This design comes from an exercise in tuning for small area, a short achievable clock period and few clock cycles per item on the open sky130 flow, not from production work.
In this exercise RTL edits were held to simulation tests only and were not proved equivalent to the original.
Power and IR drop assume default switching activity.

**design/flow/constraint.sdc**
```tcl
create_clock -name core_clock -period 8.0 [get_ports {clk}]
set_input_delay 1.6000 -clock core_clock [delete_from_list [all_inputs] [get_ports {clk}]]
set_output_delay 1.6000 -clock core_clock [all_outputs]
set_load 0.01 [all_outputs]
```
**design/flow/design.v**
```verilog
package isuq_pkg;
  localparam int unsigned FIELD_W   = 20;
  localparam int unsigned INDEX_W   = 5;
  localparam int unsigned COUNT_W   = 6;
  localparam int unsigned CAPACITY  = 32;
  localparam int unsigned KEY_WIDTH = 20;
  localparam int unsigned PTR_W     = $clog2(CAPACITY);
  typedef enum logic [1:0] {
    OP_CLEAR  = 2'd0,
    OP_INSERT = 2'd1,
    OP_QUERY  = 2'd2,
    OP_READ   = 2'd3
  } op_t;
  typedef enum logic [1:0] {
    ST_OK       = 2'd0,
    ST_FULL     = 2'd1,
    ST_REVERSED = 2'd2
  } status_t;
endpackage
import isuq_pkg::*;
module isuq_cell (
  input  logic                           clk,
  input  logic                           lo_load,   
  input  logic                           lo_left,   
  input  logic                           lo_right,  
  input  logic                           hi_load,
  input  logic                           hi_left,
  input  logic                           hi_right,
  input  logic [isuq_pkg::KEY_WIDTH-1:0] wr_low,
  input  logic [isuq_pkg::KEY_WIDTH-1:0] wr_high,
  input  logic [isuq_pkg::KEY_WIDTH-1:0] probe_p,
  input  logic [isuq_pkg::KEY_WIDTH-1:0] probe_q,
  input  logic [isuq_pkg::KEY_WIDTH-1:0] left_low,
  input  logic [isuq_pkg::KEY_WIDTH-1:0] left_high,
  input  logic [isuq_pkg::KEY_WIDTH-1:0] right_low,
  input  logic [isuq_pkg::KEY_WIDTH-1:0] right_high,
  output logic [isuq_pkg::KEY_WIDTH-1:0] low,
  output logic [isuq_pkg::KEY_WIDTH-1:0] high,
  output logic                           hi_lt_q,
  output logic                           lo_gt_p,
  output logic                           lo_lt_l,
  output logic                           hi_gt_h
);
  logic [KEY_WIDTH-1:0] low_r, high_r;
  assign low  = low_r;
  assign high = high_r;
  isuq_lt u_hi_lt_q (.a(high_r),  .b(probe_q), .lt(hi_lt_q));
  isuq_lt u_lo_gt_p (.a(probe_p), .b(low_r),   .lt(lo_gt_p));
  isuq_lt u_lo_lt_l (.a(low_r),   .b(wr_low),  .lt(lo_lt_l));
  isuq_lt u_hi_gt_h (.a(wr_high), .b(high_r),  .lt(hi_gt_h));
  always_ff @(posedge clk) begin
    if (lo_load || lo_left || lo_right)
      low_r <= ({KEY_WIDTH{lo_load}} & wr_low) | ({KEY_WIDTH{lo_left}} & left_low) |
               ({KEY_WIDTH{lo_right}} & right_low);
    if (hi_load || hi_left || hi_right)
      high_r <= ({KEY_WIDTH{hi_load}} & wr_high) | ({KEY_WIDTH{hi_left}} & left_high) |
                ({KEY_WIDTH{hi_right}} & right_high);
  end
endmodule
module isuq_lt (
  input  logic [isuq_pkg::KEY_WIDTH-1:0] a,
  input  logic [isuq_pkg::KEY_WIDTH-1:0] b,
  output logic                           lt
);
  logic [31:0] l [6];
  logic [31:0] g [6];
  always_comb begin
    l[0] = '0;
    g[0] = '0;
    l[0][isuq_pkg::KEY_WIDTH-1:0] = ~a & b;
    g[0][isuq_pkg::KEY_WIDTH-1:0] = a & ~b;
    for (int s = 0; s < 5; s++) begin
      l[s+1] = '0;
      g[s+1] = '0;
      for (int i = 0; i < (32 >> (s + 1)); i++) begin
        l[s+1][i] = l[s][2*i+1] | (~g[s][2*i+1] & l[s][2*i]);
        g[s+1][i] = g[s][2*i+1] | (~l[s][2*i+1] & g[s][2*i]);
      end
    end
  end
  assign lt = l[5][0];
endmodule
import isuq_pkg::*;
module isuq_row (
  input  logic                           clk,
  input  logic [isuq_pkg::CAPACITY-1:0]  used,
  input  logic [isuq_pkg::KEY_WIDTH-1:0] probe_p,
  input  logic [isuq_pkg::KEY_WIDTH-1:0] probe_q,
  input  logic [isuq_pkg::KEY_WIDTH-1:0] wr_low,
  input  logic [isuq_pkg::KEY_WIDTH-1:0] wr_high,
  output logic [isuq_pkg::CAPACITY-1:0]  bef,
  output logic [isuq_pkg::CAPACITY-1:0]  aft,
  output logic [isuq_pkg::CAPACITY-1:0]  lo_lt,
  output logic [isuq_pkg::CAPACITY-1:0]  hi_gt,
  input  logic [isuq_pkg::CAPACITY-1:0]  lo_load,
  input  logic [isuq_pkg::CAPACITY-1:0]  lo_left,
  input  logic [isuq_pkg::CAPACITY-1:0]  lo_right,
  input  logic [isuq_pkg::CAPACITY-1:0]  hi_load,
  input  logic [isuq_pkg::CAPACITY-1:0]  hi_left,
  input  logic [isuq_pkg::CAPACITY-1:0]  hi_right,
  input  logic [isuq_pkg::CAPACITY-1:0]  sel,
  output logic [isuq_pkg::KEY_WIDTH-1:0] rd_low,
  output logic [isuq_pkg::KEY_WIDTH-1:0] rd_high
);
  logic [KEY_WIDTH-1:0] cell_low [CAPACITY];
  logic [KEY_WIDTH-1:0] cell_high [CAPACITY];
  logic [CAPACITY-1:0]  hi_lt_q, lo_gt_p;
  for (genvar g = 0; g < CAPACITY; g++) begin : g_cell
    localparam int unsigned NB_L = (g > 0) ? g - 1 : 0;
    localparam int unsigned NB_R = (g < CAPACITY - 1) ? g + 1 : g;
    isuq_cell u_cell (
      .clk,
      .lo_load    (lo_load[g]),
      .lo_left    (lo_left[g]),
      .lo_right   (lo_right[g]),
      .hi_load    (hi_load[g]),
      .hi_left    (hi_left[g]),
      .hi_right   (hi_right[g]),
      .wr_low,
      .wr_high,
      .probe_p,
      .probe_q,
      .left_low   (cell_low[NB_L]),
      .left_high  (cell_high[NB_L]),
      .right_low  (cell_low[NB_R]),
      .right_high (cell_high[NB_R]),
      .low        (cell_low[g]),
      .high       (cell_high[g]),
      .hi_lt_q    (hi_lt_q[g]),
      .lo_gt_p    (lo_gt_p[g]),
      .lo_lt_l    (lo_lt[g]),
      .hi_gt_h    (hi_gt[g])
    );
  end
  assign bef = used & hi_lt_q;
  assign aft = ~used | lo_gt_p;
  always_comb begin
    rd_low  = '0;
    rd_high = '0;
    for (int i = 0; i < CAPACITY; i++) begin
      rd_low  = rd_low  | (cell_low[i]  & {KEY_WIDTH{sel[i]}});
      rd_high = rd_high | (cell_high[i] & {KEY_WIDTH{sel[i]}});
    end
  end
endmodule
import isuq_pkg::*;
module interval_set_union_query_top (
  input  logic                    clk,
  input  logic                    rst_n,
  input  logic                    in_valid,
  output logic                    in_ready,
  input  logic [1:0]              in_operation,
  input  logic [19:0]             in_range_low,
  input  logic [19:0]             in_range_high,
  input  logic [19:0]             in_probe_key,
  input  logic [4:0]              in_entry_index,
  output logic                    out_valid,
  input  logic                    out_ready,
  output logic                    out_hit,
  output logic [19:0]             out_entry_low,
  output logic [19:0]             out_entry_high,
  output logic                    out_entry_valid,
  output logic [5:0]              out_interval_count,
  output logic [1:0]              out_status
);
  localparam int unsigned KW = KEY_WIDTH;
  localparam int unsigned N  = CAPACITY;
  localparam int unsigned CW = $clog2(CAPACITY + 1);
  logic          s_v;                  
  logic [1:0]    s_op;
  logic [KW-1:0] s_lo, s_hi, s_key;
  logic [4:0]    s_idx;
  logic          h_v;                  
  logic [1:0]    h_op;
  logic          h_rev;
  logic [KW-1:0] h_lo, h_hi, h_p, h_q;
  logic [4:0]    h_idx;
  logic          in_acc, h_take, consume;
  assign in_ready = !s_v;
  assign in_acc   = in_valid && !s_v;
  assign h_take   = !h_v || consume;
  logic [1:0]    e_op;
  logic [KW-1:0] e_lo, e_hi, e_key;
  logic [4:0]    e_idx;
  assign e_op  = s_v ? s_op  : in_operation;
  assign e_lo  = s_v ? s_lo  : in_range_low;
  assign e_hi  = s_v ? s_hi  : in_range_high;
  assign e_key = s_v ? s_key : in_probe_key;
  assign e_idx = s_v ? s_idx : in_entry_index;
  logic [KW-1:0] e_p, e_q;
  logic          e_rev;
  isuq_lt u_rev (.a(e_hi), .b(e_lo), .lt(e_rev));
  always_comb begin
    if (e_op == OP_QUERY) begin
      e_p = e_key;
      e_q = e_key;
    end else begin
      e_p = (&e_hi) ? e_hi : e_hi + 1'b1;
      e_q = (e_lo == '0) ? e_lo : e_lo - 1'b1;
    end
  end
  always_ff @(posedge clk) begin
    if (!rst_n) begin
      s_v <= 1'b0;
      h_v <= 1'b0;
    end else begin
      if (h_take) begin
        h_v <= s_v || in_acc;
        s_v <= 1'b0;
      end else if (in_acc) begin
        s_v <= 1'b1;
      end
    end
    if (!h_take && in_acc) begin
      s_op <= in_operation; s_lo <= in_range_low; s_hi <= in_range_high;
      s_key <= in_probe_key; s_idx <= in_entry_index;
    end
    if (h_take) begin
      h_op <= e_op; h_rev <= e_rev;
      h_lo <= e_lo; h_hi <= e_hi; h_p <= e_p; h_q <= e_q; h_idx <= e_idx;
    end
  end
  logic [CW-1:0] count_r, count_nxt;
  logic          ov_r;
  logic          o_hit_r, o_ev_r;
  logic [KW-1:0] o_lo_r, o_hi_r;
  logic [1:0]    o_st_r;
  logic [N-1:0]  used, bef, aft, lo_lt, hi_gt, absorb, fst, past, sel_idx;
  logic [N-1:0]  lo_load, lo_left, lo_right, hi_load, hi_left, hi_right;
  logic [KW-1:0] rd_low, rd_high;
  logic          any, two, three, full, is_ins, ins_ok, exec, ev;
  logic          grow, one, shrink, part;
  always_comb
    for (int i = 0; i < N; i++) used[i] = (CW'(i) < count_r);
  assign absorb = ~bef & ~aft;
  assign any    = |absorb;
  assign two    = |(absorb & (absorb >> 1));
  assign three  = |(absorb & (absorb >> 1) & (absorb >> 2));
  assign fst    = ~bef & {bef[N-2:0], 1'b1};    
  assign past   = ~{bef[N-2:0], 1'b1};           
  always_comb
    for (int i = 0; i < N; i++) sel_idx[i] = (h_idx == 5'(i));
  assign is_ins  = (h_op == OP_INSERT) && !h_rev;
  assign full    = !any && count_r == CW'(N);
  assign ins_ok  = is_ins && !full;
  assign exec    = h_v && (!ov_r || out_ready);
  assign consume = exec && !(ins_ok && three);
  assign grow   = exec && ins_ok && !any;
  assign one    = exec && ins_ok && any && !two;
  assign shrink = exec && ins_ok && two && !three;
  assign part   = exec && ins_ok && three;
  always_comb begin
    for (int i = 0; i < N; i++) begin
      logic hg_next;
      hg_next = (i < N - 1) ? hi_gt[(i < N - 1) ? i + 1 : i] : 1'b0;
      lo_load[i]  = fst[i] && (grow || ((one || shrink) && !lo_lt[i]));
      hi_load[i]  = fst[i] && (grow || (one && !hi_gt[i]) || (shrink && !hg_next));
      lo_left[i]  = (i > 0) && past[i] && grow;
      hi_left[i]  = (i > 0) && past[i] && grow;
      lo_right[i] = (i < N - 1) && past[i] && (shrink || part);
      hi_right[i] = (i < N - 1) && ((past[i] && (shrink || part)) ||
                                    (fst[i] && shrink && hg_next));
    end
  end
  isuq_row u_row (
    .clk, .used, .probe_p(h_p), .probe_q(h_q), .wr_low(h_lo), .wr_high(h_hi),
    .bef, .aft, .lo_lt, .hi_gt,
    .lo_load, .lo_left, .lo_right, .hi_load, .hi_left, .hi_right,
    .sel(sel_idx), .rd_low, .rd_high
  );
  always_comb begin
    count_nxt = count_r;
    if (exec) begin
      if (h_op == OP_CLEAR) count_nxt = '0;
      else if (ins_ok && !any) count_nxt = count_r + 1'b1;
      else if (ins_ok && two) count_nxt = count_r - 1'b1;
    end
  end
  assign ev = (h_op == OP_READ) && used[h_idx];
  always_ff @(posedge clk) begin
    if (!rst_n) begin
      count_r <= '0;
      ov_r    <= 1'b0;
    end else begin
      count_r <= count_nxt;
      if (consume) ov_r <= 1'b1;
      else if (out_ready) ov_r <= 1'b0;
    end
    if (consume) begin
      o_hit_r <= (h_op == OP_QUERY) && any;
      o_ev_r  <= ev;
      o_lo_r  <= ev ? rd_low  : '0;
      o_hi_r  <= ev ? rd_high : '0;
      o_st_r  <= (h_op == OP_INSERT && h_rev) ? ST_REVERSED :
                 (is_ins && full) ? ST_FULL : ST_OK;
    end
  end
  assign out_valid          = ov_r;
  assign out_hit            = o_hit_r;
  assign out_entry_low      = o_lo_r;
  assign out_entry_high     = o_hi_r;
  assign out_entry_valid    = o_ev_r;
  assign out_interval_count = 6'(count_r);
  assign out_status         = o_st_r;
endmodule
```
**design/flow/run.sh**
```bash
#!/bin/bash
# synth_recipe.tcl (not shown) runs the flow's synth.tcl, then flattens the netlist and writes it again
# the make line also repeats each setting of config.mk as NAME=value (left out here)
make -C /OpenROAD-flow-scripts/flow DESIGN_CONFIG=/design/flow/config.mk WORK_HOME=/design/flow/orfs CLKGATE_MAP_FILE= SYNTH_SCRIPT=/design/flow/synth_recipe.tcl finish
```
**design/flow/config.mk**
```make
export PLATFORM = sky130hd
export DESIGN_NAME = interval_set_union_query_top
export DESIGN_NICKNAME = interval_set_union_query_top
export VERILOG_FILES = /design/flow/design.v
export SDC_FILE = /design/flow/constraint.sdc
export NUM_CORES = 4
export LEC_CHECK = 0
export ABC_CLOCK_PERIOD_IN_PS = 4000
export CAP_MARGIN = 20
export CELL_PAD_IN_SITES_DETAIL_PLACEMENT = 1
export CELL_PAD_IN_SITES_GLOBAL_PLACEMENT = 1
export CORE_MARGIN = 2
export CORE_UTILIZATION = 40
export GPL_ROUTABILITY_DRIVEN = 1
export GPL_TIMING_DRIVEN = 1
export PLACE_DENSITY = 0.6
export SETUP_SLACK_MARGIN = 4
export SLEW_MARGIN = 20
```
==> notes.md <==
## power by group through the flow
stage	Combinational (mW)	Clock, mW	Sequential (mW)
floorplan	4.96	0	9.31
CTS	11.0	9.54	9.66
global placement	8.73	0	9.89
detailed placement	8.93	0	9.90
## how the worst min path moves through the flow
stage               slack, ns        to     start  cells after the start
floorplan                0.52  h_idx[0]  s_idx[0]                      1
global placement         0.50      ov_r      ov_r                      2
detailed placement       0.57      ov_r      ov_r                      2
CTS                      0.58      ov_r      ov_r                      2
## metal layers
layer / overflow / track usage
met1: 0 / 0.736
met2: 1 / 0.907
met3: 0 / 0.508
met4: 1 / 0.735
met5: 0 / 0.157
## cells by family after synthesis
logic type               count (synthesis)  share of synthesized area
adder cells (fa/ha/maj)                640                     0.0486
AO/OA/AOI/OAI                         7013                      0.376
AND/OR/NAND/NOR                       4295                      0.150
flip-flops                            1488                      0.337
multiplexers                           105                    0.00856
buffers and inverters                 2671                     0.0782
XOR/XNOR                                32                    0.00212
## metrics by stage
| step | utilization | power, mW | cell area, sq um |
|---|---|---|---|
| after global placement | 0.424 | 18.6 | 140000 |
| after floorplan | - | 14.3 | 133000 |
| after detailed placement | 0.425 | 18.8 | 140000 |
| after CTS | 0.519 | 30.2 | 171000 |
## synthesized netlist by cell type (57+ instances only)
cell type | number | area share
a211oi_1 | 110 | 0.0062
a21o_1 | 226 | 0.013
a21oi_1 | 1511 | 0.057
a221o_1 | 941 | 0.071
a221oi_1 | 258 | 0.017
a222oi_1 | 101 | 0.0076
a22o_1 | 338 | 0.022
a22oi_1 | 903 | 0.051
a31oi_1 | 197 | 0.0093
and3_1 | 116 | 0.0055
buf_1 | 166 | 0.0047
buf_2 | 188 | 0.0071
clkbuf_1 | 1557 | 0.044
edfxtp_1 | 1479 | 0.34
inv_1 | 686 | 0.019
maj3_1 | 624 | 0.047
mux2i_1 | 57 | 0.0043
nand2_1 | 1234 | 0.035
nand2b_1 | 312 | 0.015
nand3_1 | 496 | 0.019
nand4_1 | 108 | 0.0051
nor2_1 | 1269 | 0.036
nor2b_1 | 244 | 0.012
nor3_1 | 274 | 0.010
o2111ai_1 | 59 | 0.0039
o211ai_1 | 82 | 0.0046
o21a_1 | 66 | 0.0037
o21ai_0 | 1074 | 0.041
o221ai_1 | 118 | 0.0078
o22ai_1 | 320 | 0.015
o2bb2ai_1 | 78 | 0.0052
o31ai_1 | 102 | 0.0058
## what timing repair did
action                     4_1_cts
setup buffers                  748
pin swaps                      504
hold buffers                     0
gates cloned                   317
gates resized for setup       2385
setup endpoints to repair     2851
==> flow_summary.ini <==
[place]
gp_congestion = 1.10
numPlacedInstances = 19700
dp_hpwl_mm = 733
dp_worst_setup_slack_ns = 1.02
port-buffer-count = 122

[logic_synthesis]
synth.avg_cell_area_sq_um = 8.15
netlist_area_sq_um = 132000
synth-async-reset-ratio = 0
synth_edf_count = 1479
yosysSeqAreaShare = 0.337
synth_seq_cells = 1488
synth_fp_nets = 16300
ys_types = 107
synthFlopType = edfxtp_1
syn_inst = 16200
yosys_warnings = 8

[clock_tree]
cts_sinks = 1488
clock_path_buffers = 4
cts_root_buf = clkbuf_16
numCtsBuffers = 199
htreeDepth = 4

[outcome]
haltStage = 5_1_grt
tool.error = [ERROR GRT-0116] Global routing finished with congestion. Check the congestion regions in the DRC Viewer.
status = stopped before the end

[floorplanning]
pin_count = 123
die_y_um = 579
fp-row-count = 211
die_w_um = 579
initial_utilization = 0.401

[grt]
grt_pass1_wl_mm = 1680
grt_usage = 0.718
grt_pass1_vias = 184000
grt_overflow = 2
grt_max_degree = 92
Testbench counts, summed over its fixed seeds: cycles 12,487, items 12,000.
